From an optimization exercise on the open Yosys and OpenROAD flow, aimed at small area, a short achievable clock period and few clock cycles per item; shortcuts taken in it are not production practice. RTL that was checked went through simulation tests only; none was proved equivalent to the original.

Design piccolo128_dec, start of the top module:
module piccolo128_dec
(
  input  logic         clk,
  input  logic         reset,
  input  logic         start,
  input  logic [127:0] keyin,
  input  logic [63:0]  ciphertext,
  output logic         busy,
  output logic         done,
  output logic [63:0]  plaintext
);
  logic [127:0] r_key;
  logic [63:0]  r_s;
  logic [4:0]   r_c;           
  logic [15:0]  w_kin [8];
  logic [15:0]  w_k   [8];
  logic [3:0]   w_ksel;
  logic [31:0]  w_con;
  logic [15:0]  w_rk0, w_rk1;
  logic [63:0]  w_rnd;
  always_comb begin
    for (int j = 0; j < 8; j++) begin
      w_kin[j] = keyin[127-16*j -: 16];
      w_k[j]   = r_key[127-16*j -: 16];
    end
  end
  assign w_ksel = piccolo_pkg::ksel(r_c);
  assign w_con  = piccolo_pkg::con128(r_c);
  assign w_rk0  = w_k[{w_ksel[3:2], 1'b0}] ^ w_con[31:16];
  assign w_rk1  = w_k[{w_ksel[1:0], 1'b1}] ^ w_con[15:0];
  piccolo_round u_round (
    .x   (r_s),
    .rk0 (w_rk0),
    .rk1 (w_rk1),
    .y   (w_rnd)
  );
  assign plaintext = piccolo_pkg::rp(r_s) ^
                     {w_k[0][15:8], w_k[1][7:0], 16'h0, w_k[1][15:8], w_k[0][7:0], 16'h0};
  always_ff @(posedge clk) begin
    if (!busy) begin
      r_key <= keyin;
      r_s   <= ciphertext ^ {w_kin[4][15:8], w_kin[7][7:0], 16'h0,
                             w_kin[7][15:8], w_kin[4][7:0], 16'h0};
  ...
For scale: ~940 cells after synthesis, about 11000 um^2 of cells after synthesis.
==> module piccolo128_dec, before the edit <==
module piccolo128_dec
(
  input  logic         clk,
  input  logic         reset,
  input  logic         start,
  input  logic [127:0] keyin,
  input  logic [63:0]  ciphertext,
  output logic         busy,
  output logic         done,
  output logic [63:0]  plaintext
);
  logic [127:0] r_key;
  logic [63:0]  r_s;
  logic [4:0]   r_c;           
  logic [15:0]  w_kin [8];
  logic [15:0]  w_k   [8];
  logic [3:0]   w_ksel;
  logic [31:0]  w_con;
  logic [15:0]  w_rk0, w_rk1;
  logic [63:0]  w_rnd;
  always_comb begin
    for (int j = 0; j < 8; j++) begin
      w_kin[j] = keyin[127-16*j -: 16];
      w_k[j]   = r_key[127-16*j -: 16];
    end
  end
  assign w_ksel = piccolo_pkg::ksel(r_c);
  assign w_con  = piccolo_pkg::con128(r_c);
  assign w_rk0  = w_k[{w_ksel[3:2], 1'b0}] ^ w_con[31:16];
  assign w_rk1  = w_k[{w_ksel[1:0], 1'b1}] ^ w_con[15:0];
  piccolo_round u_round (
    .x   (r_s),
    .rk0 (w_rk0),
    .rk1 (w_rk1),
    .y   (w_rnd)
  );
  assign plaintext = piccolo_pkg::rp(r_s) ^
                     {w_k[0][15:8], w_k[1][7:0], 16'h0, w_k[1][15:8], w_k[0][7:0], 16'h0};
  always_ff @(posedge clk) begin
    if (!busy) begin
      r_key <= keyin;
      r_s   <= ciphertext ^ {w_kin[4][15:8], w_kin[7][7:0], 16'h0,
                             w_kin[7][15:8], w_kin[4][7:0], 16'h0};
      r_c   <= 5'd31;
    end else begin
      r_s   <= piccolo_pkg::rp_inv(w_rnd);
      r_c   <= r_c - 5'd1;
    end
  end
  always_ff @(posedge clk) begin
    if (reset) begin
      busy <= 1'b0;
      done <= 1'b0;
    end else begin
      done <= busy && (r_c == 5'd1);
      if (!busy) busy <= start && !done;
      else if (r_c == 5'd1) busy <= 1'b0;
    end
  end
endmodule
export LEC_CHECK = 0
export CAP_MARGIN = 20
export CORE_MARGIN = 2
export CORE_UTILIZATION = 40
export CTS_BUF_LIST = sky130_fd_sc_hd__clkbuf_8
export SETUP_SLACK_MARGIN = 3.25
export SLEW_MARGIN = 20
create_clock -name core_clock -period 6.0 [get_ports {clk}]
standard.sh (not shown) runs the stock make flow with config.mk's settings and CLKGATE_MAP_FILE= SYNTH_SCRIPT=/design/flow/synth_recipe.tcl, a recipe that flattens the netlist after the stock synthesis.
==> flow/flow/run.sh <==
#!/bin/bash
# Standard ORFS layout, except that the port buffers are the smallest
# buffer cell instead of the delay buffer buffer_ports picks on its own.
set -euo pipefail
export BUFFER_PORTS_ARGS="-buffer_cell sky130_fd_sc_hd__buf_1"
bash standard.sh > standard_flow.log 2>&1
Testbench counts at the start, summed over its fixed seeds: cycles 8,440, blocks 256.
Rerun with:
--- a/flow/design.v
+++ b/flow/design.v
@@ -79,7 +79,8 @@
   logic [3:0]   w_ksel;
   logic [31:0]  w_con;
   logic [15:0]  w_rk0, w_rk1;
-  logic [63:0]  w_rnd;
+  logic [63:0]  w_rnd, w_wk;
+  logic         r_idle;        
   always_comb begin
     for (int j = 0; j < 8; j++) begin
       w_kin[j] = keyin[127-16*j -: 16];
@@ -96,27 +97,34 @@
     .rk1 (w_rk1),
     .y   (w_rnd)
   );
-  assign plaintext = piccolo_pkg::rp(r_s) ^
-                     {w_k[0][15:8], w_k[1][7:0], 16'h0, w_k[1][15:8], w_k[0][7:0], 16'h0};
+  assign w_wk = (r_c == 5'd1) ?
+                {w_k[0][15:8], w_k[1][7:0], 16'h0, w_k[1][15:8], w_k[0][7:0], 16'h0} : 64'h0;
+  assign plaintext = piccolo_pkg::rp(r_s);
   always_ff @(posedge clk) begin
-    if (!busy) begin
+    if (r_idle) begin
       r_key <= keyin;
       r_s   <= ciphertext ^ {w_kin[4][15:8], w_kin[7][7:0], 16'h0,
                              w_kin[7][15:8], w_kin[4][7:0], 16'h0};
       r_c   <= 5'd31;
     end else begin
-      r_s   <= piccolo_pkg::rp_inv(w_rnd);
+      r_s   <= piccolo_pkg::rp_inv(w_rnd ^ w_wk);
       r_c   <= r_c - 5'd1;
     end
   end
   always_ff @(posedge clk) begin
     if (reset) begin
-      busy <= 1'b0;
-      done <= 1'b0;
+      busy   <= 1'b0;
+      r_idle <= 1'b1;
+      done   <= 1'b0;
     end else begin
       done <= busy && (r_c == 5'd1);
-      if (!busy) busy <= start && !done;
-      else if (r_c == 5'd1) busy <= 1'b0;
+      if (!busy) begin
+        busy   <= start && !done;
+        r_idle <= !(start && !done);
+      end else if (r_c == 5'd1) begin
+        busy   <= 1'b0;
+        r_idle <= 1'b1;
+      end
     end
   end
 endmodule
The new run went through all stages and came out clean.
Via count goes up by 10%.
Worst setup slack is worse by 0.0094 ns.
Synthesized cell count goes up by about 6.4%.
First-iteration DRC count goes up by 44%.
Count of clock-buffer cells in the layout stays the same.
Area after synthesis stays flat.
Flip-flop and latch count goes up by 1.
Only the layout flow was run in the second run of this note; the RTL was not checked for function there.

==> separate check: timing with driven ports <==
The results above use ideal ports. As a check the final layouts listed here were re-extracted and re-timed, cells and wires unchanged.
Step 1, drivers: a clkbuf_16 drives clk and a buf_2 each remaining input, both assumed.
Step 2 times the ports against the registers' clock, not the clock port: input delays grow and output delays shrink by t, the midpoint of the rising clock arrivals with the driver on.
a / b / c = ideal / step 1 / step 2; a / b = the first two.
run | t, ns | setup WS [ns] | worst hold slack (ns) | clock arrival spread, ns | slew at the worst register clock pin (ns)
the first run | 0.518 | 3.250 / 3.250 / 3.250 | 0.587 / 0.587 / 0.587 | 0.022 / 0.023 | 0.12 / 0.12
the second run | 0.529 | 3.241 / 3.241 / 3.241 | 0.512 / 0.512 / 0.512 | 0.016 / 0.016 | 0.11 / 0.11
After both steps setup and hold are still met in every run listed.
